Context: an optimization exercise on an open-source flow, tuned for a short achievable clock period and few clock cycles. The choices shown serve that exercise and are no tape-out recipe. The RTL was checked by simulation tests, not by an equivalence proof against the original design. Power is estimated from default activity; no workload was simulated.

==> run M: inputs <==
## tinyCore
module tinyCore (
    input  logic        clk,
    input  logic        reset_n,
    input  logic        halt,
    input  logic        trap,
    output logic [31:0] iAddr,
    input  logic [31:0] iData,
    output logic [31:0] dAddr,
    input  logic [31:0] dIn,
    output logic [31:0] dOut,
    output logic        memRw,
    output logic        strobe
);
==> flow/config.mk <==
export PLATFORM = sky130hd
export DESIGN_NAME = tinyCore
export DESIGN_NICKNAME = tinyCore
export VERILOG_FILES = /design/flow/design.v
export SDC_FILE = /design/flow/constraint.sdc
export NUM_CORES = 4
export LEC_CHECK = 0
export CAP_MARGIN = 20
export CORE_MARGIN = 2
export CORE_UTILIZATION = 30
export SLEW_MARGIN = 20
==> flow/constraint.sdc <==
create_clock -name core_clock -period 16.0 [get_ports {clk}]
set_input_delay 3.2000 -clock core_clock [delete_from_list [all_inputs] [get_ports {clk}]]
set_output_delay 3.2000 -clock core_clock [all_outputs]
set_load 0.01 [all_outputs]
standard.sh (not shown) runs the stock make flow with config.mk's settings and CLKGATE_MAP_FILE= SYNTH_SCRIPT=/design/flow/synth_recipe.tcl, a recipe that flattens the netlist after the stock synthesis.
==> flow/flow/run.sh <==
#!/bin/bash
# The standard layout, with timing repair aimed below the clock period
# (a setup margin), so that the achieved period shrinks.
set -uo pipefail
bash standard.sh SETUP_SLACK_MARGIN=12 finish > layout.log 2>&1
==> inputs of run B, as changes to run M <==
==> flow/flow/run.sh (replaced) <==
#!/bin/bash
# The standard layout, with timing repair aimed below the clock period
# (a setup margin), so that the achieved period shrinks.
set -uo pipefail
bash standard.sh SETUP_SLACK_MARGIN=11 finish > layout.log 2>&1
==> impl.org <==
** Power
- Comb pwr :: 12800 uW
- Per report_power, the Clock row totals 2380 uW.

** Global routing
- The via count of the first global-routing pass is 59800.

** Outcome
- The run finished with no timing, DRC or antenna violations.

** Cells and area
- In the final layout, the multi-input gates occupy 0.0451 mm2.
- Share of post-route cells with drive strength above 1 :: 0.270
That was run B.
==> impl.org <==
** Power
- Combinational cells consume a total of 13800 uW.
- Summed over the clock group, the power is 2420 uW.

** Outcome
- The flow ran to the end and the layout has no timing, DRC or antenna violations.

** Cells and area
- Share of post-route cells with drive strength above 1 :: 0.379
- In the final layout, the multi-input gates occupy 0.0473 mm2.

** Global routing
- The via count of the first global-routing pass is 64900.

** Clocking
- Post-CTS Hold Buffers :: 0
That was run M.
Testbench counts of run M, summed over its fixed seeds: cycles 78,438.
Testbench counts of run B, summed over its fixed seeds: cycles 78,438.

========
==> tundra: inputs <==
tinyCore, a different RTL version from the one above (not shown whole).
export LEC_CHECK = 0
export CAP_MARGIN = 20
export CORE_MARGIN = 2
export CORE_UTILIZATION = 30
export SLEW_MARGIN = 20
create_clock -name core_clock -period 16.0 [get_ports {clk}]
==> flow/flow/run.sh <==
#!/bin/bash
# The standard layout, with timing repair aimed below the clock period
# (a setup margin), so that the achieved period shrinks, and the port
# buffers made with a plain buffer cell.
set -uo pipefail
bash standard.sh SETUP_SLACK_MARGIN=11 "BUFFER_PORTS_ARGS=-buffer_cell sky130_fd_sc_hd__buf_4" finish > layout.log 2>&1
==> willow (differences from tundra) <==
--- a/flow/design.v
+++ b/flow/design.v
@@ -209,16 +209,18 @@
     input  logic [31:0] x,
     input  logic [31:0] b,
     input  logic        isMul,
     input  logic        isShl,
     output logic [31:0] part0,
     output logic [31:0] part1,
-    output logic [31:0] part2
+    output logic [31:0] part2,
+    output logic [2:0]  late31
 );
     logic        big;
     logic [31:0] shifted;
+    logic [31:0] shiftRow;
     logic [17*32-1:0] rows;
     logic [12*32-1:0] l1;
     logic [8*32-1:0]  l2;
     logic [6*32-1:0]  l3;
     logic [4*32-1:0]  l4;
     logic [3*32-1:0]  l5;
@@ -226,12 +228,13 @@
     assign big = |b[31:5];
     always_comb begin
         if (big)        shifted = 32'd0;
         else if (isShl) shifted = x << b[4:0];
         else            shifted = x >> b[4:0];
     end
+    assign shiftRow = {32{~isMul}} & shifted;
     genvar i;
     generate
         for (i = 0; i < 16; i = i + 1) begin : booth
             logic        hi, mid, lo;
             logic        one, two, neg;
             logic [31:0] v;
@@ -239,46 +242,51 @@
             assign mid = b[2*i];
             if (i == 0) begin : first
                 assign lo = 1'b0;
             end else begin : rest
                 assign lo = b[2*i-1];
             end
-            assign one = mid ^ lo;
-            assign two = (hi & ~mid & ~lo) | (~hi & mid & lo);
-            assign neg = hi & ~(mid & lo);
+            assign one = isMul & (mid ^ lo);
+            assign two = isMul & ((hi & ~mid & ~lo) | (~hi & mid & lo));
+            assign neg = isMul & hi & ~(mid & lo);
             assign v   = one ? x : two ? {x[30:0], 1'b0} : 32'd0;
             assign rows[i*32 +: 32] = (neg ? ~v : v) << (2 * i);
             assign corr[2*i]   = neg;
             assign corr[2*i+1] = 1'b0;
         end
     endgenerate
     assign rows[16*32 +: 32] = corr;
-    csaLevel #(.N(17)) uL1 (.in(rows), .out(l1));
-    csaLevel #(.N(12)) uL2 (.in(l1),   .out(l2));
-    csaLevel #(.N(8))  uL3 (.in(l2),   .out(l3));
-    csaLevel #(.N(6))  uL4 (.in(l3),   .out(l4));
-    csaLevel #(.N(4))  uL5 (.in(l4),   .out(l5));
-    assign part0 = isMul ? l5[31:0] : shifted;
-    assign part1 = {32{isMul}} & l5[63:32];
-    assign part2 = {32{isMul}} & l5[95:64];
+    csaLevel #(.N(17)) uL1 (.in(rows),           .out(l1));
+    csaLevel #(.N(12)) uL2 (.in(l1),             .out(l2));
+    csaLevel #(.N(9))  uL3 (.in({shiftRow, l2}), .out(l3));
+    csaLevel #(.N(6))  uL4 (.in(l3),             .out(l4));
+    csaLevel #(.N(4))  uL5 (.in(l4),             .out(l5));
+    assign part0 = {^{l3[5*32+31], l3[4*32+31], l3[3*32+31], l3[2*32+31], l3[32+31], l3[31]},
+                    l5[30:0]};
+    assign part1 = {1'b0, l5[62:32]};
+    assign part2 = {1'b0, l5[94:64]};
+    assign late31 = {l4[3*32+31], l4[32+31], l5[32+31]};
 endmodule
 module slowSum (
     input  logic [31:0] part0,
     input  logic [31:0] part1,
     input  logic [31:0] part2,
+    input  logic [2:0]  late31,
     input  logic [31:0] ad,
     output logic [31:0] result
 );
     logic [4*32-1:0] rows;
     logic [3*32-1:0] l1;
     logic [2*32-1:0] l2;
     logic            cout;
     assign rows = {ad, part2, part1, part0};
     csaLevel #(.N(4)) uL1 (.in(rows), .out(l1));
     csaLevel #(.N(3)) uL2 (.in(l1),   .out(l2));
-    prefixAdd uAdd (.a(l2[31:0]), .b(l2[63:32]), .cin(1'b0), .sum(result), .cout(cout));
+    logic [31:0] sum;
+    prefixAdd uAdd (.a(l2[31:0]), .b(l2[63:32]), .cin(1'b0), .sum(sum), .cout(cout));
+    assign result = {sum[31] ^ (^late31), sum[30:0]};
 endmodule
 `timescale 1ns/1ps
 `timescale 1ns/1ps
 module tinyCore (
     input  logic        clk,
     input  logic        reset_n,
@@ -295,52 +303,54 @@
     localparam logic [31:0] RESET_VECTOR   = 32'h0000_0000;
     localparam logic [31:0] VECTOR_BASE    = 32'h0000_0040;
     localparam logic [31:0] TRAMP_BOTTOM   = 32'h0000_00c8;
     localparam logic [31:0] TRAP_SAVE_ADDR = 32'h0000_0060;
     logic        running;
     logic [31:0] pcF;        
-    logic [31:0] pcSeq;      
-    logic        redirQ;     
-    logic [31:0] tgtQ;
     logic        eValid;
     logic [31:0] eX, eB, eAd, eS;
     logic [31:0] ePc1, ePc2;
     logic        eSteered;
-    logic        eFwdS;
     logic        eSelOr, eSelAnd, eSelAndNot, eSelXor, eSelXnor;
     logic        eUseX, eBPlain, eBInv;
     logic        eSelLt, eSelGt, eSelEq, eSelNe;
     logic        eIsCmp, eIsMul, eIsShl, eSlow, eAdZero;
     logic        eLoad, eStore, eJump, eThrow, eTrap, eWrites;
     logic [3:0]  eDest;
     logic        mValid;
     logic [31:0] mR, mP0, mP1, mP2, mAd, mStoreData;
+    logic [31:0] mRNext, eBNext, dAddrQ;
+    logic        strobeNext;
+    logic [2:0]  mLate31;
     logic        strobeQ, memRwQ;
     logic        mSlow, mLoad, mStore, mJump, mThrow, mTrap, mWrites;
     logic [3:0]  mDest;
     logic [31:0] r2;
     logic [31:0] mVal;
     logic        mHold;
     logic        redirectM;
     logic [31:0] targetM;
-    slowSum uSum2 (.part0(mP0), .part1(mP1), .part2(mP2), .ad(mAd), .result(r2));
+    slowSum uSum2 (.part0(mP0), .part1(mP1), .part2(mP2), .late31(mLate31), .ad(mAd),
+                   .result(r2));
     assign mVal = mLoad ? dIn : mSlow ? r2 : mR;
     assign mHold     = mValid & ((mSlow & (mLoad | mStore)) | mThrow);
     assign redirectM = mValid & ((mJump & (mLoad | mSlow) & ~(mSlow & mLoad)) | mThrow);
     assign targetM   = mThrow ? dIn : mVal;
-    assign dAddr  = mR;
+    assign dAddr  = dAddrQ;
     assign dOut   = mStoreData;
     assign memRw  = memRwQ;
     assign strobe = strobeQ;
     logic [31:0] x, b, ad;
     logic [31:0] fastR;
     logic [31:0] slow0, slow1, slow2;
+    logic [2:0]  slowLate31;
     logic        eFlag;
     logic        differs;
     logic        taken;
     logic        redirectE;
+    logic        eVecRead;
     logic [31:0] targetE;
     assign x  = eX;
     assign b  = eB;
     assign ad = eAd;
     aluExec uAlu (
         .x      (x),
@@ -369,27 +379,30 @@
         .x       (x),
         .b       (b),
         .isMul   (eIsMul),
         .isShl   (eIsShl),
         .part0   (slow0),
         .part1   (slow1),
-        .part2   (slow2)
+        .part2   (slow2),
+        .late31  (slowLate31)
     );
     assign taken     = eJump & ~eLoad & ~eSlow & ~eSteered & differs;
-    assign redirectE = eValid & (taken | eTrap);
-    assign targetE   = eTrap ? TRAMP_BOTTOM : fastR;
+    assign eVecRead  = eValid & eThrow & ~strobeQ & ~mHold;
+    assign redirectE = eValid & (taken | eTrap | eVecRead);
+    assign targetE   = eTrap ? TRAMP_BOTTOM : eVecRead ? dIn : fastR;
     logic [31:0] ins;
     logic        dT, dK, dS, dD;
     logic [3:0]  dDest, dX, dY, dOp;
     logic [31:0] dImm;
     logic        dThrow;
     logic [31:0] pcF1;
     logic        pcF1Cout;
     logic [31:0] rfX, rfY, rfZ;
-    logic [31:0] vX, vY, vZ;
-    logic        prodX, prodY, prodZ;
+    logic [31:0] vX, vY;
+    logic        prodX, prodY;
+    logic [31:0] storeVal;
     logic        hazard;
     logic        blockIrq;
     logic        haltQ, trapQ, savedQ;
     logic        eLate;
     logic        haltTake, trapTake;
     logic        dAccept;
@@ -415,13 +428,13 @@
     prefixAdd uPc1 (.a(pcF), .b(32'd0), .cin(1'b1), .sum(pcF1), .cout(pcF1Cout));
     assign rfWrite = reset_n & mValid & ~mHold & mWrites;
     regFile uRegs (
         .clk       (clk),
         .readX     (dX),
         .readY     (dY),
-        .readZ     (dDest),
+        .readZ     (eDest),
         .valueX    (rfX),
         .valueY    (rfY),
         .valueZ    (rfZ),
         .writeEn   (rfWrite),
         .writeIdx  (mDest),
         .writeData (mVal)
@@ -434,16 +447,14 @@
         else if (r == 4'd0)                 readVal = 32'd0;
         else if (mV && mW && mD == r)       readVal = mv;
         else                                readVal = rf;
     endfunction
     assign vX = readVal(dX,    rfX, pcF1, mValid, mWrites, mDest, mVal);
     assign vY = readVal(dY,    rfY, pcF1, mValid, mWrites, mDest, mVal);
-    assign vZ = readVal(dDest, rfZ, pcF1, mValid, mWrites, mDest, mVal);
     assign prodX = eValid & eWrites & (eDest == dX);
     assign prodY = eValid & eWrites & (eDest == dY);
-    assign prodZ = eValid & eWrites & (eDest == dDest);
     assign eLate  = eLoad | eSlow;
     assign hazard = ~dThrow & eValid & (eLoad | eSlow) & (prodX | prodY);
     assign blockIrq = savedQ | (eValid & (eJump | eThrow | eTrap)) |
                       (mValid & ((mJump & (mLoad | mSlow)) | mThrow | mTrap));
     assign haltTake = running & haltQ & ~blockIrq;
     assign trapTake = running & ~haltQ & trapQ & ~blockIrq;
@@ -458,96 +469,100 @@
                        (ins[11] ? (pcF[11:6] != 6'h00) : (pcF[11:6] != 6'h3F));
     assign dCmpJump = ~dThrow & ~dS & ~dD & dK & (dDest == 4'd15) & (dY == 4'd15) &
                       (dOp == coreTypes::opAnd) & (ins[11:0] != 12'd0);
     assign steer    = dCmpJump & prodX & eIsCmp & ~eLate & eAdZero & eFlag & shortJump;
     assign dStall  = mHold | (hazard & ~trapTake);
     assign dAccept = running & ~dStall & ~haltTake & ~redirectE & ~redirectM;
-    assign pcF   = redirQ ? tgtQ : pcSeq;
     assign iAddr = pcF;
+    assign storeVal = readVal(eDest, rfZ, ePc1, mValid, mWrites, mDest, mVal);
+    assign mRNext = !mHold  ? (eVecRead ? TRAP_SAVE_ADDR : fastR) :
+                    mThrow  ? TRAP_SAVE_ADDR : r2;
+    assign eBNext = mHold    ? eB :
+                    trapTake ? TRAP_SAVE_ADDR :
+                    dThrow   ? (VECTOR_BASE | {27'd0, ins[4:0]}) :
+                    dK       ? dImm :
+                    prodY    ? fastR : vY;
+    assign strobeNext = !mHold ? (eValid & ~redirectM & ~eSlow & (eStore | eLoad | eThrow))
+                               : 1'b1;
+    always_ff @(posedge clk) begin
+        mR     <= mRNext;
+        eB     <= eBNext;
+        dAddrQ <= strobeNext ? mRNext : mHold ? eB : (VECTOR_BASE | {27'd0, ins[4:0]});
+    end
     always_ff @(posedge clk) begin
         haltQ  <= halt;
         trapQ  <= trap;
         savedQ <= reset_n & mValid & mTrap;
     end
     always_ff @(posedge clk) begin
         if (!reset_n) begin
             running <= 1'b1;
-            pcSeq   <= RESET_VECTOR;
-            redirQ  <= 1'b0;
+            pcF     <= RESET_VECTOR;
             eValid  <= 1'b0;
             mValid  <= 1'b0;
             strobeQ <= 1'b0;
             memRwQ  <= 1'b0;
         end else begin
             if (!running || haltTake) begin
-                redirQ <= 1'b0;
-                pcSeq  <= RESET_VECTOR;
-            end else if (redirectM || redirectE) begin
-                redirQ <= 1'b1;
-                tgtQ   <= redirectM ? targetM : targetE;
+                pcF <= RESET_VECTOR;
+            end else if (redirectM) begin
+                pcF <= targetM;
+            end else if (redirectE) begin
+                pcF <= targetE;
             end else if (!dStall && !trapTake) begin
-                redirQ <= steer;
-                tgtQ   <= pcImm;
-                pcSeq  <= pcF1;
-            end else begin
-                redirQ <= 1'b0;
-                pcSeq  <= pcF;
+                pcF <= steer ? pcImm : pcF1;
             end
             if (haltTake) running <= 1'b0;
             else if (!running && !haltQ) running <= 1'b1;
             if (!mHold) begin
                 mValid  <= eValid & ~redirectM;
-                strobeQ <= eValid & ~redirectM & ~eSlow & (eStore | eLoad | eThrow);
-                memRwQ  <= eValid & ~redirectM & ~eSlow & eStore;
+                strobeQ <= strobeNext;
+                memRwQ  <= eValid & ~redirectM & ~eSlow & (eStore | eVecRead);
             end else begin
-                strobeQ <= 1'b1;
+                strobeQ <= strobeNext;
                 memRwQ  <= mThrow | mStore;
             end
             if (redirectM) begin
                 eValid <= 1'b0;
             end else if (!mHold) begin
                 eValid <= dAccept;
             end
         end
     end
     always_ff @(posedge clk) begin
         if (!mHold) begin
-            mR         <= fastR;
             mP0        <= slow0;
             mP1        <= slow1;
             mP2        <= slow2;
+            mLate31    <= slowLate31;
             mAd        <= ad;
-            mStoreData <= eFwdS ? mVal : eS;
+            mStoreData <= (eThrow | eTrap) ? eS : storeVal;
             mSlow      <= eSlow;
             mLoad      <= eLoad;
-            mStore     <= eStore;
+            mStore     <= eStore | eVecRead;
             mJump      <= eJump;
-            mThrow     <= eThrow;
+            mThrow     <= eThrow & ~eVecRead;
             mTrap      <= eTrap;
             mWrites    <= eWrites;
             mDest      <= eDest;
         end else if (mThrow) begin
-            mR     <= TRAP_SAVE_ADDR;
             mThrow <= 1'b0;
             mStore <= 1'b1;
         end else begin
-            mR    <= r2;
             mSlow <= 1'b0;
         end
     end
     always_ff @(posedge clk) begin
         if (!mHold) begin
             ePc1   <= pcF1;
             eSteered <= steer & ~trapTake;
             ePc2   <= pcF + 32'd2;
             eDest  <= dDest;
-            eS     <= (trapTake | dThrow) ? pcF : (prodZ & ~eLate) ? fastR : vZ;
-            eFwdS  <= ~trapTake & ~dThrow & prodZ & eLate;
+            eS     <= pcF;
             if (trapTake) begin
                 eX      <= 32'd0;
-                eB      <= TRAP_SAVE_ADDR;
                 eAd     <= 32'd0;
                 eSelOr     <= 1'b1;
                 eSelAnd    <= 1'b0;
                 eSelAndNot <= 1'b0;
                 eSelXor    <= 1'b0;
                 eSelXnor   <= 1'b0;
@@ -568,13 +583,12 @@
                 eJump   <= 1'b0;
                 eThrow  <= 1'b0;
                 eTrap   <= 1'b1;
                 eWrites <= 1'b0;
             end else if (dThrow) begin
                 eX      <= 32'd0;
-                eB      <= VECTOR_BASE | {27'd0, ins[4:0]};
                 eAd     <= 32'd0;
                 eSelOr     <= 1'b1;
                 eSelAnd    <= 1'b0;
                 eSelAndNot <= 1'b0;
                 eSelXor    <= 1'b0;
                 eSelXnor   <= 1'b0;
@@ -595,13 +609,12 @@
                 eJump   <= 1'b0;
                 eThrow  <= 1'b1;
                 eTrap   <= 1'b0;
                 eWrites <= 1'b0;
             end else begin
                 eX      <= prodX ? fastR : vX;
-                eB      <= dK ? dImm : prodY ? fastR : vY;
                 eAd     <= dK ? (prodY ? fastR : vY) : dImm;
                 eSelOr     <= dOp == coreTypes::opOr;
                 eSelAnd    <= dOp == coreTypes::opAnd;
                 eSelAndNot <= dOp == coreTypes::opAndNot;
                 eSelXor    <= dOp == coreTypes::opXor;
                 eSelXnor   <= dOp == coreTypes::opXnor;
==> flow/flow/run.sh (replaced) <==
#!/bin/bash
# The standard layout, with timing repair aimed below the clock period
# (a setup margin), so that the achieved period shrinks, and the port
# buffers made with a plain buffer cell.
set -uo pipefail
bash standard.sh SETUP_SLACK_MARGIN=11 GPL_ROUTABILITY_DRIVEN=0 "BUFFER_PORTS_ARGS=-buffer_cell sky130_fd_sc_hd__buf_4" finish > layout.log 2>&1
==> amber (differences from tundra) <==
--- a/flow/design.v
+++ b/flow/design.v
@@ -213,12 +213,13 @@
     output logic [31:0] part0,
     output logic [31:0] part1,
     output logic [31:0] part2
 );
     logic        big;
     logic [31:0] shifted;
+    logic [31:0] shiftRow;
     logic [17*32-1:0] rows;
     logic [12*32-1:0] l1;
     logic [8*32-1:0]  l2;
     logic [6*32-1:0]  l3;
     logic [4*32-1:0]  l4;
     logic [3*32-1:0]  l5;
@@ -226,12 +227,13 @@
     assign big = |b[31:5];
     always_comb begin
         if (big)        shifted = 32'd0;
         else if (isShl) shifted = x << b[4:0];
         else            shifted = x >> b[4:0];
     end
+    assign shiftRow = {32{~isMul}} & shifted;
     genvar i;
     generate
         for (i = 0; i < 16; i = i + 1) begin : booth
             logic        hi, mid, lo;
             logic        one, two, neg;
             logic [31:0] v;
@@ -239,30 +241,30 @@
             assign mid = b[2*i];
             if (i == 0) begin : first
                 assign lo = 1'b0;
             end else begin : rest
                 assign lo = b[2*i-1];
             end
-            assign one = mid ^ lo;
-            assign two = (hi & ~mid & ~lo) | (~hi & mid & lo);
-            assign neg = hi & ~(mid & lo);
+            assign one = isMul & (mid ^ lo);
+            assign two = isMul & ((hi & ~mid & ~lo) | (~hi & mid & lo));
+            assign neg = isMul & hi & ~(mid & lo);
             assign v   = one ? x : two ? {x[30:0], 1'b0} : 32'd0;
             assign rows[i*32 +: 32] = (neg ? ~v : v) << (2 * i);
             assign corr[2*i]   = neg;
             assign corr[2*i+1] = 1'b0;
         end
     endgenerate
     assign rows[16*32 +: 32] = corr;
-    csaLevel #(.N(17)) uL1 (.in(rows), .out(l1));
-    csaLevel #(.N(12)) uL2 (.in(l1),   .out(l2));
-    csaLevel #(.N(8))  uL3 (.in(l2),   .out(l3));
-    csaLevel #(.N(6))  uL4 (.in(l3),   .out(l4));
-    csaLevel #(.N(4))  uL5 (.in(l4),   .out(l5));
-    assign part0 = isMul ? l5[31:0] : shifted;
-    assign part1 = {32{isMul}} & l5[63:32];
-    assign part2 = {32{isMul}} & l5[95:64];
+    csaLevel #(.N(17)) uL1 (.in(rows),           .out(l1));
+    csaLevel #(.N(12)) uL2 (.in(l1),             .out(l2));
+    csaLevel #(.N(9))  uL3 (.in({shiftRow, l2}), .out(l3));
+    csaLevel #(.N(6))  uL4 (.in(l3),             .out(l4));
+    csaLevel #(.N(4))  uL5 (.in(l4),             .out(l5));
+    assign part0 = l5[31:0];
+    assign part1 = l5[63:32];
+    assign part2 = l5[95:64];
 endmodule
 module slowSum (
     input  logic [31:0] part0,
     input  logic [31:0] part1,
     input  logic [31:0] part2,
     input  logic [31:0] ad,
@@ -295,15 +297,12 @@
     localparam logic [31:0] RESET_VECTOR   = 32'h0000_0000;
     localparam logic [31:0] VECTOR_BASE    = 32'h0000_0040;
     localparam logic [31:0] TRAMP_BOTTOM   = 32'h0000_00c8;
     localparam logic [31:0] TRAP_SAVE_ADDR = 32'h0000_0060;
     logic        running;
     logic [31:0] pcF;        
-    logic [31:0] pcSeq;      
-    logic        redirQ;     
-    logic [31:0] tgtQ;
     logic        eValid;
     logic [31:0] eX, eB, eAd, eS;
     logic [31:0] ePc1, ePc2;
     logic        eSteered;
     logic        eFwdS;
     logic        eSelOr, eSelAnd, eSelAndNot, eSelXor, eSelXnor;
@@ -324,23 +323,24 @@
     logic [31:0] targetM;
     slowSum uSum2 (.part0(mP0), .part1(mP1), .part2(mP2), .ad(mAd), .result(r2));
     assign mVal = mLoad ? dIn : mSlow ? r2 : mR;
     assign mHold     = mValid & ((mSlow & (mLoad | mStore)) | mThrow);
     assign redirectM = mValid & ((mJump & (mLoad | mSlow) & ~(mSlow & mLoad)) | mThrow);
     assign targetM   = mThrow ? dIn : mVal;
-    assign dAddr  = mR;
+    assign dAddr  = strobeQ ? mR : eB;
     assign dOut   = mStoreData;
     assign memRw  = memRwQ;
     assign strobe = strobeQ;
     logic [31:0] x, b, ad;
     logic [31:0] fastR;
     logic [31:0] slow0, slow1, slow2;
     logic        eFlag;
     logic        differs;
     logic        taken;
     logic        redirectE;
+    logic        eVecRead;
     logic [31:0] targetE;
     assign x  = eX;
     assign b  = eB;
     assign ad = eAd;
     aluExec uAlu (
         .x      (x),
@@ -372,14 +372,15 @@
         .isShl   (eIsShl),
         .part0   (slow0),
         .part1   (slow1),
         .part2   (slow2)
     );
     assign taken     = eJump & ~eLoad & ~eSlow & ~eSteered & differs;
-    assign redirectE = eValid & (taken | eTrap);
-    assign targetE   = eTrap ? TRAMP_BOTTOM : fastR;
+    assign eVecRead  = eValid & eThrow & ~strobeQ & ~mHold;
+    assign redirectE = eValid & (taken | eTrap | eVecRead);
+    assign targetE   = eTrap ? TRAMP_BOTTOM : eVecRead ? dIn : fastR;
     logic [31:0] ins;
     logic        dT, dK, dS, dD;
     logic [3:0]  dDest, dX, dY, dOp;
     logic [31:0] dImm;
     logic        dThrow;
     logic [31:0] pcF1;
@@ -458,49 +459,42 @@
                        (ins[11] ? (pcF[11:6] != 6'h00) : (pcF[11:6] != 6'h3F));
     assign dCmpJump = ~dThrow & ~dS & ~dD & dK & (dDest == 4'd15) & (dY == 4'd15) &
                       (dOp == coreTypes::opAnd) & (ins[11:0] != 12'd0);
     assign steer    = dCmpJump & prodX & eIsCmp & ~eLate & eAdZero & eFlag & shortJump;
     assign dStall  = mHold | (hazard & ~trapTake);
     assign dAccept = running & ~dStall & ~haltTake & ~redirectE & ~redirectM;
-    assign pcF   = redirQ ? tgtQ : pcSeq;
     assign iAddr = pcF;
     always_ff @(posedge clk) begin
         haltQ  <= halt;
         trapQ  <= trap;
         savedQ <= reset_n & mValid & mTrap;
     end
     always_ff @(posedge clk) begin
         if (!reset_n) begin
             running <= 1'b1;
-            pcSeq   <= RESET_VECTOR;
-            redirQ  <= 1'b0;
+            pcF     <= RESET_VECTOR;
             eValid  <= 1'b0;
             mValid  <= 1'b0;
             strobeQ <= 1'b0;
             memRwQ  <= 1'b0;
         end else begin
             if (!running || haltTake) begin
-                redirQ <= 1'b0;
-                pcSeq  <= RESET_VECTOR;
-            end else if (redirectM || redirectE) begin
-                redirQ <= 1'b1;
-                tgtQ   <= redirectM ? targetM : targetE;
+                pcF <= RESET_VECTOR;
+            end else if (redirectM) begin
+                pcF <= targetM;
+            end else if (redirectE) begin
+                pcF <= targetE;
             end else if (!dStall && !trapTake) begin
-                redirQ <= steer;
-                tgtQ   <= pcImm;
-                pcSeq  <= pcF1;
-            end else begin
-                redirQ <= 1'b0;
-                pcSeq  <= pcF;
+                pcF <= steer ? pcImm : pcF1;
             end
             if (haltTake) running <= 1'b0;
             else if (!running && !haltQ) running <= 1'b1;
             if (!mHold) begin
                 mValid  <= eValid & ~redirectM;
                 strobeQ <= eValid & ~redirectM & ~eSlow & (eStore | eLoad | eThrow);
-                memRwQ  <= eValid & ~redirectM & ~eSlow & eStore;
+                memRwQ  <= eValid & ~redirectM & ~eSlow & (eStore | eVecRead);
             end else begin
                 strobeQ <= 1'b1;
                 memRwQ  <= mThrow | mStore;
             end
             if (redirectM) begin
                 eValid <= 1'b0;
@@ -508,23 +502,23 @@
                 eValid <= dAccept;
             end
         end
     end
     always_ff @(posedge clk) begin
         if (!mHold) begin
-            mR         <= fastR;
+            mR         <= eVecRead ? TRAP_SAVE_ADDR : fastR;
             mP0        <= slow0;
             mP1        <= slow1;
             mP2        <= slow2;
             mAd        <= ad;
             mStoreData <= eFwdS ? mVal : eS;
             mSlow      <= eSlow;
             mLoad      <= eLoad;
-            mStore     <= eStore;
+            mStore     <= eStore | eVecRead;
             mJump      <= eJump;
-            mThrow     <= eThrow;
+            mThrow     <= eThrow & ~eVecRead;
             mTrap      <= eTrap;
             mWrites    <= eWrites;
             mDest      <= eDest;
         end else if (mThrow) begin
             mR     <= TRAP_SAVE_ADDR;
             mThrow <= 1'b0;
==> flow/flow/run.sh (replaced) <==
#!/bin/bash
# The standard layout, with timing repair aimed below the clock period
# (a setup margin), so that the achieved period shrinks, and the port
# buffers made with a plain buffer cell.
set -uo pipefail
bash standard.sh SETUP_SLACK_MARGIN=11 PLACE_DENSITY=0.75 "BUFFER_PORTS_ARGS=-buffer_cell sky130_fd_sc_hd__buf_4" finish > layout.log 2>&1
CORE_UTILIZATION = 45   (was 30)
==> notes <==
In tundra the clock skew is lower than in willow, by 0.027 ns.
amber ran to the end with no violations. tundra finished with timing, DRC and antenna clean. willow went through all stages and came out clean.
Worst hold slack: amber < willow < tundra.
In willow the utilization is lower than in amber, by 20 points.
Critical path depth: tundra < willow < amber.
Between amber and tundra, the lower sequential power is in amber (gap about 3%, measured against tundra).
Clock-buffer cell count, lowest first: amber, tundra, willow.
Between amber and willow, the lower maximum frequency is in amber (gap 7.2%, measured against willow).
Between amber and willow, the lower synthesized cell count is in amber (gap 0.67%, measured against willow).
Testbench counts of tundra, summed over its fixed seeds: cycles 73,641.
Testbench counts of willow, summed over its fixed seeds: cycles 72,677.
Testbench counts of amber, summed over its fixed seeds: cycles 72,677.

separate check: timing with driven ports:
In the flow no input, the clock included, has a driving cell. The finished layouts below were timed again as built, in two steps.
Step 1: set_driving_cell puts a clkbuf_16 on clk and a buf_2 on each other input, an assumption about the parent block.
Step 2 adds t to the input delays and takes it off the output delays; t is the mean of the earliest and latest rising clock arrival at the registers after step 1. Input paths then give back, and output paths get back, about the clock's delay inside the block.
Slacks: ideal / step 1 / step 2; pairs: ideal / step 1.
| run | t (ns) | setup slack, ns | cell pins on the clock port's net |
|---|---|---|---|
| run M | 0.840 | 9.824 / 9.824 / 9.559 | 1 |
| run B | 0.829 | 9.828 / 9.828 / 9.698 | 1 |
| tundra | 0.879 | 10.487 / 10.400 / 9.807 | 1 |
| willow | 0.862 | 10.849 / 10.766 / 9.904 | 1 |
| amber | 0.866 | 10.452 / 10.431 / 9.855 | 1 |
After both steps setup and hold are still met in every run listed. The setup slack of willow, which loses most, moves by -0.083 ns with the drivers and by -0.945 ns with both steps.
